From an optimization exercise on the open Yosys and OpenROAD flow, aimed at small area and a short achievable clock period; shortcuts taken in it are not production practice. At most, simulation tests tie the RTL to the original design; equivalence was not proved. Power is estimated from default activity; no workload was simulated.

==> inputs of 06-15 <==
## rvv_backend_mulmac_lanes
module rvv_backend_mulmac_lanes #(
  parameter int unsigned NUM_LANE = 2,
  parameter int unsigned LAT      = 3,
  parameter int unsigned OP_W     = 32,
  parameter int unsigned TAG_W    = 6
) (
  input  logic                               clk,
  input  logic                               rst,
  input  logic                               trap_flush_rvv,
  input  logic [$clog2(NUM_LANE+1)-1:0]      rs2ex_fifo_cnt,
  input  logic [NUM_LANE*OP_W-1:0]           rs2ex_uop_a,
  input  logic [NUM_LANE*OP_W-1:0]           rs2ex_uop_b,
  input  logic [NUM_LANE-1:0]                rs2ex_uop_signed,
  input  logic [NUM_LANE*TAG_W-1:0]          rs2ex_uop_tag,
  output logic [NUM_LANE-1:0]                ex2rs_fifo_pop,
  output logic [NUM_LANE-1:0]                ex2rob_valid,
  output logic [NUM_LANE*2*OP_W-1:0]         ex2rob_result,
  output logic [NUM_LANE*TAG_W-1:0]          ex2rob_tag,
  input  logic [NUM_LANE-1:0]                rob2ex_ready
);
==> module rvv_backend_mulmac_lanes, before the edit <==
module rvv_backend_mulmac_lanes #(
  parameter int unsigned NUM_LANE = 2,
  parameter int unsigned LAT      = 3,
  parameter int unsigned OP_W     = 32,
  parameter int unsigned TAG_W    = 6
) (
  input  logic                               clk,
  input  logic                               rst,
  input  logic                               trap_flush_rvv,
  input  logic [$clog2(NUM_LANE+1)-1:0]      rs2ex_fifo_cnt,
  input  logic [NUM_LANE*OP_W-1:0]           rs2ex_uop_a,
  input  logic [NUM_LANE*OP_W-1:0]           rs2ex_uop_b,
  input  logic [NUM_LANE-1:0]                rs2ex_uop_signed,
  input  logic [NUM_LANE*TAG_W-1:0]          rs2ex_uop_tag,
  output logic [NUM_LANE-1:0]                ex2rs_fifo_pop,
  output logic [NUM_LANE-1:0]                ex2rob_valid,
  output logic [NUM_LANE*2*OP_W-1:0]         ex2rob_result,
  output logic [NUM_LANE*TAG_W-1:0]          ex2rob_tag,
  input  logic [NUM_LANE-1:0]                rob2ex_ready
);
  localparam int unsigned RES_W = 2 * OP_W;
  localparam int unsigned LO_W  = 17;
  localparam int unsigned HI_W  = RES_W - LO_W;
  logic [NUM_LANE-1:0] lane_rdy;
  logic [NUM_LANE-1:0] pop;
  logic [NUM_LANE-1:0] head_vld;
  rvv_mulmac_pop u_pop (
    .cnt   (rs2ex_fifo_cnt),
    .flush (trap_flush_rvv),
    .rst   (rst),
    .vld   (head_vld),
    .ready (rob2ex_ready),
    .pop   (pop)
  );
  assign ex2rs_fifo_pop = pop;
  for (genvar l = 0; l < NUM_LANE; l++) begin : g_lane
    logic [2:0]       vld_q;
    logic             data_en;
    logic [32:0]      nax;
    logic [32:0]      bx;
    logic [16:0]      nx1;
    logic [15:0]      nx2;
    logic [15:0]      neg;
    logic [32:0]      nax_q;
    logic [32:0]      bx_q;
    logic [RES_W-1:0] cs_s;
    logic [RES_W-1:0] cs_c;
    logic [LO_W:0]    lo_sum;
    logic [LO_W-1:0]  lo1_q;
    logic             cy1_q;
    logic [HI_W-1:0]  hs1_q;
    logic [HI_W-1:0]  hc1_q;
    logic [HI_W-1:0]  hi_sum;
    logic [RES_W-1:0] res2_q;
    logic [TAG_W-1:0] tag_q [3];
    assign head_vld[l] = vld_q[2];
    rvv_mulmac_rdy u_rdy (.vld(vld_q[2]), .ready(rob2ex_ready[l]), .rdy(lane_rdy[l]));
    rvv_mulmac_rdy u_den (.vld(vld_q[2]), .ready(rob2ex_ready[l]), .rdy(data_en));
    always_ff @(posedge clk) begin
      if (rst || trap_flush_rvv) begin
        vld_q <= '0;
      end else if (lane_rdy[l]) begin
        vld_q <= {vld_q[1:0], pop[l]};
      end
    end
    assign nax = ~{rs2ex_uop_signed[l] & rs2ex_uop_a[l*OP_W+OP_W-1], rs2ex_uop_a[l*OP_W +: OP_W]};
    assign bx  = {rs2ex_uop_signed[l] & rs2ex_uop_b[l*OP_W+OP_W-1], rs2ex_uop_b[l*OP_W +: OP_W]};
    rvv_mulmac_benc u_benc (
      .bx  (bx_q),
      .nx1 (nx1),
      .nx2 (nx2),
      .neg (neg)
    );
    rvv_mulmac_mul33 u_mul (
      .nax (nax_q),
      .nx1 (nx1),
      .nx2 (nx2),
      .neg (neg),
      .r0  (cs_s),
      .r1  (cs_c)
    );
    assign lo_sum = {1'b0, cs_s[LO_W-1:0]} + {1'b0, cs_c[LO_W-1:0]};
    rvv_mulmac_addhi u_addhi (.a(hs1_q), .b(hc1_q), .ci(cy1_q), .s(hi_sum));
    always_ff @(posedge clk) begin
      if (data_en) begin
        nax_q    <= nax;
        bx_q     <= bx;
        tag_q[0] <= rs2ex_uop_tag[l*TAG_W +: TAG_W];
        lo1_q    <= lo_sum[LO_W-1:0];
        cy1_q    <= lo_sum[LO_W];
        hs1_q    <= cs_s[RES_W-1:LO_W];
        hc1_q    <= cs_c[RES_W-1:LO_W];
        tag_q[1] <= tag_q[0];
        res2_q   <= {hi_sum, lo1_q};
        tag_q[2] <= tag_q[1];
      end
    end
    assign ex2rob_valid[l]                 = vld_q[2] && !trap_flush_rvv;
    assign ex2rob_result[l*RES_W +: RES_W] = res2_q;
    assign ex2rob_tag[l*TAG_W +: TAG_W]    = tag_q[2];
  end
endmodule
==> module rvv_mulmac_benc, before the edit <==
module rvv_mulmac_benc (
  input  logic [32:0] bx,
  output logic [16:0] nx1,
  output logic [15:0] nx2,
  output logic [15:0] neg
);
  logic [33:0] bz;
  assign bz = {bx, 1'b0};
  for (genvar j = 0; j < 17; j++) begin : g_dig
    assign nx1[j] = ~(bz[2*j+1] ^ bz[2*j]);
    if (j < 16) begin : g_x2
      assign neg[j] = bz[2*j+2];
      assign nx2[j] = ~((bz[2*j+2] & ~bz[2*j+1] & ~bz[2*j]) | (~bz[2*j+2] & bz[2*j+1] & bz[2*j]));
    end
  end
endmodule
clock: 11.5 ns
lec_check: 0
cap_margin: 20
core_margin: 2
core_utilization: 70
cts_buf_list: sky130_fd_sc_hd__clkbuf_16
cts_cluster_diameter: 80
cts_cluster_size: 24
slew_margin: 20
synth_hierarchical: 1
synth_minimum_keep_size: 0
standard.sh (not shown) runs the stock make flow with config.mk's settings and CLKGATE_MAP_FILE= SYNTH_SCRIPT=/design/flow/synth_recipe.tcl, a recipe that flattens the netlist after the stock synthesis.
==> flow/flow/run.sh <==
#!/bin/bash
# The standard ORFS layout (standard.sh, unchanged synthesis), with two changes to how
# the layout is optimised: the setup repair aims for a larger slack margin, and the port
# buffers are plain buffers (buf_1) rather than delay buffers. The SDC is the standard flow's.
set -euo pipefail
bash standard.sh SETUP_SLACK_MARGIN=6.2 "BUFFER_PORTS_ARGS=-buffer_cell sky130_fd_sc_hd__buf_1" finish > standard_flow.log 2>&1
==> inputs of 10-14, as changes to 06-15 <==
--- a/flow/design.v
+++ b/flow/design.v
@@ -37,12 +37,13 @@
     logic [2:0]       vld_q;
     logic             data_en;
     logic [32:0]      nax;
-    logic [32:0]      bx;
     logic [16:0]      nx1;
     logic [15:0]      nx2;
     logic [15:0]      neg;
     logic [32:0]      nax_q;
-    logic [32:0]      bx_q;
+    logic [16:0]      nx1_q;
+    logic [15:0]      nx2_q;
+    logic [15:0]      neg_q;
     logic [RES_W-1:0] cs_s;
     logic [RES_W-1:0] cs_c;
     logic [LO_W:0]    lo_sum;
@@ -63,19 +64,20 @@
         vld_q <= {vld_q[1:0], pop[l]};
       end
     end
-    assign nax = ~{rs2ex_uop_signed[l] & rs2ex_uop_a[l*OP_W+OP_W-1], rs2ex_uop_a[l*OP_W +: OP_W]};
-    assign bx  = {rs2ex_uop_signed[l] & rs2ex_uop_b[l*OP_W+OP_W-1], rs2ex_uop_b[l*OP_W +: OP_W]};
     rvv_mulmac_benc u_benc (
-      .bx  (bx_q),
+      .a   (rs2ex_uop_a[l*OP_W +: OP_W]),
+      .b   (rs2ex_uop_b[l*OP_W +: OP_W]),
+      .sgn (rs2ex_uop_signed[l]),
+      .nax (nax),
       .nx1 (nx1),
       .nx2 (nx2),
       .neg (neg)
     );
     rvv_mulmac_mul33 u_mul (
       .nax (nax_q),
-      .nx1 (nx1),
-      .nx2 (nx2),
-      .neg (neg),
+      .nx1 (nx1_q),
+      .nx2 (nx2_q),
+      .neg (neg_q),
       .r0  (cs_s),
       .r1  (cs_c)
     );
@@ -84,7 +86,9 @@
     always_ff @(posedge clk) begin
       if (data_en) begin
         nax_q    <= nax;
-        bx_q     <= bx;
+        nx1_q    <= nx1;
+        nx2_q    <= nx2;
+        neg_q    <= neg;
         tag_q[0] <= rs2ex_uop_tag[l*TAG_W +: TAG_W];
         lo1_q    <= lo_sum[LO_W-1:0];
         cy1_q    <= lo_sum[LO_W];
@@ -101,18 +105,22 @@
   end
 endmodule
 module rvv_mulmac_benc (
-  input  logic [32:0] bx,
+  input  logic [31:0] a,
+  input  logic [31:0] b,
+  input  logic        sgn,
+  output logic [32:0] nax,
   output logic [16:0] nx1,
   output logic [15:0] nx2,
   output logic [15:0] neg
 );
-  logic [33:0] bz;
-  assign bz = {bx, 1'b0};
+  logic [34:0] bx;
+  assign nax = ~{sgn & a[31], a};
+  assign bx  = {{2{sgn & b[31]}}, b, 1'b0};
   for (genvar j = 0; j < 17; j++) begin : g_dig
-    assign nx1[j] = ~(bz[2*j+1] ^ bz[2*j]);
+    assign nx1[j] = ~(bx[2*j+1] ^ bx[2*j]);
     if (j < 16) begin : g_x2
-      assign neg[j] = bz[2*j+2];
-      assign nx2[j] = ~((bz[2*j+2] & ~bz[2*j+1] & ~bz[2*j]) | (~bz[2*j+2] & bz[2*j+1] & bz[2*j]));
+      assign neg[j] = bx[2*j+2];
+      assign nx2[j] = ~((bx[2*j+2] & ~bx[2*j+1] & ~bx[2*j]) | (~bx[2*j+2] & bx[2*j+1] & bx[2*j]));
     end
   end
 endmodule
==> flow/flow/run.sh (replaced) <==
#!/bin/bash
# The standard ORFS layout (standard.sh, unchanged synthesis), with two changes to how
# the layout is optimised: the setup repair aims for a larger slack margin, and the port
# buffers are plain buffers (buf_1) rather than delay buffers. The SDC is the standard flow's.
set -euo pipefail
bash standard.sh SETUP_SLACK_MARGIN=6.4 "BUFFER_PORTS_ARGS=-buffer_cell sky130_fd_sc_hd__buf_1" finish > standard_flow.log 2>&1
==> qor summary <==
quantity                                                             10-14                  06-15
Run status                                        timing/DRC/antenna clean  timing/DRC/antenna clean
Post-route non-filler standard cell count                             6423                   6391
Highest-delay cell along the critical path        sky130_fd_sc_hd__and4b_1  sky130_fd_sc_hd__fa_1
Seq. cell area                                                   16700 µm²              15700 µm²
Post-layout minimum cycle time                                     5.22 ns                5.25 ns
Total Routing Usage GR                                               0.417                  0.419
Net count reported at finish                                          6559                   6535
Post-placement setup slack                                         6.21 ns                5.72 ns
Capturing element type of the critical path                     output pin               register
Global-route wire length before repair                           286000 µm              284000 µm
Sequential element share of the synthesized area                     0.268                  0.257
Multi-input combinational cell count                                  3991                   3994
Clock network fraction of total power                                0.066                  0.067
Area fraction in compound gates after synthesis                      0.132                  0.134
Final WS setup                                                     6.28 ns                6.25 ns
Global-route track usage on met2                                     0.644                  0.643
Overall power of the completed layout                              21.2 mW                21.8 mW
Placed Cells incl. Taps                                               6358                   6320
Total area of multi-input combinational cells                    42600 µm²              43000 µm²
Multi-input gate share of total cell area                            0.655                  0.664
For 06-15, only the layout was checked, not whether the RTL still works.

[what the ideal ports hide]
Ports are ideal in the flow. The routed layouts listed here were re-timed in OpenROAD.
Step 1 (the two cells are an assumption about what drives the block):
set clk [get_ports {clk}]
set_driving_cell -lib_cell sky130_fd_sc_hd__clkbuf_16 $clk
set_driving_cell -lib_cell sky130_fd_sc_hd__buf_2 [delete_from_list [all_inputs] $clk]
Step 2 also shifts input and output timing later by t, the mid clock arrival at the registers, as if the neighbouring blocks saw the same clock.
Three values: ideal ports, drivers, drivers and shift; two values: the first two.
| run | t, ns | setup WS [ns] | worst setup path after step 2 | slew at the worst register clock pin (ns) | pins driven straight from the clock port |
|---|---|---|---|---|---|
| 06-15 | 0.708 | 6.253 / 6.252 / 6.252 | input to output | 0.10 / 0.10 | 1 |
| 10-14 | 0.710 | 6.283 / 6.243 / 6.243 | input to output | 0.10 / 0.10 | 1 |
After both steps every run listed still meets setup and hold. The setup slack of 10-14, which loses most, moves by -0.040 ns with the drivers and by -0.040 ns with both steps.
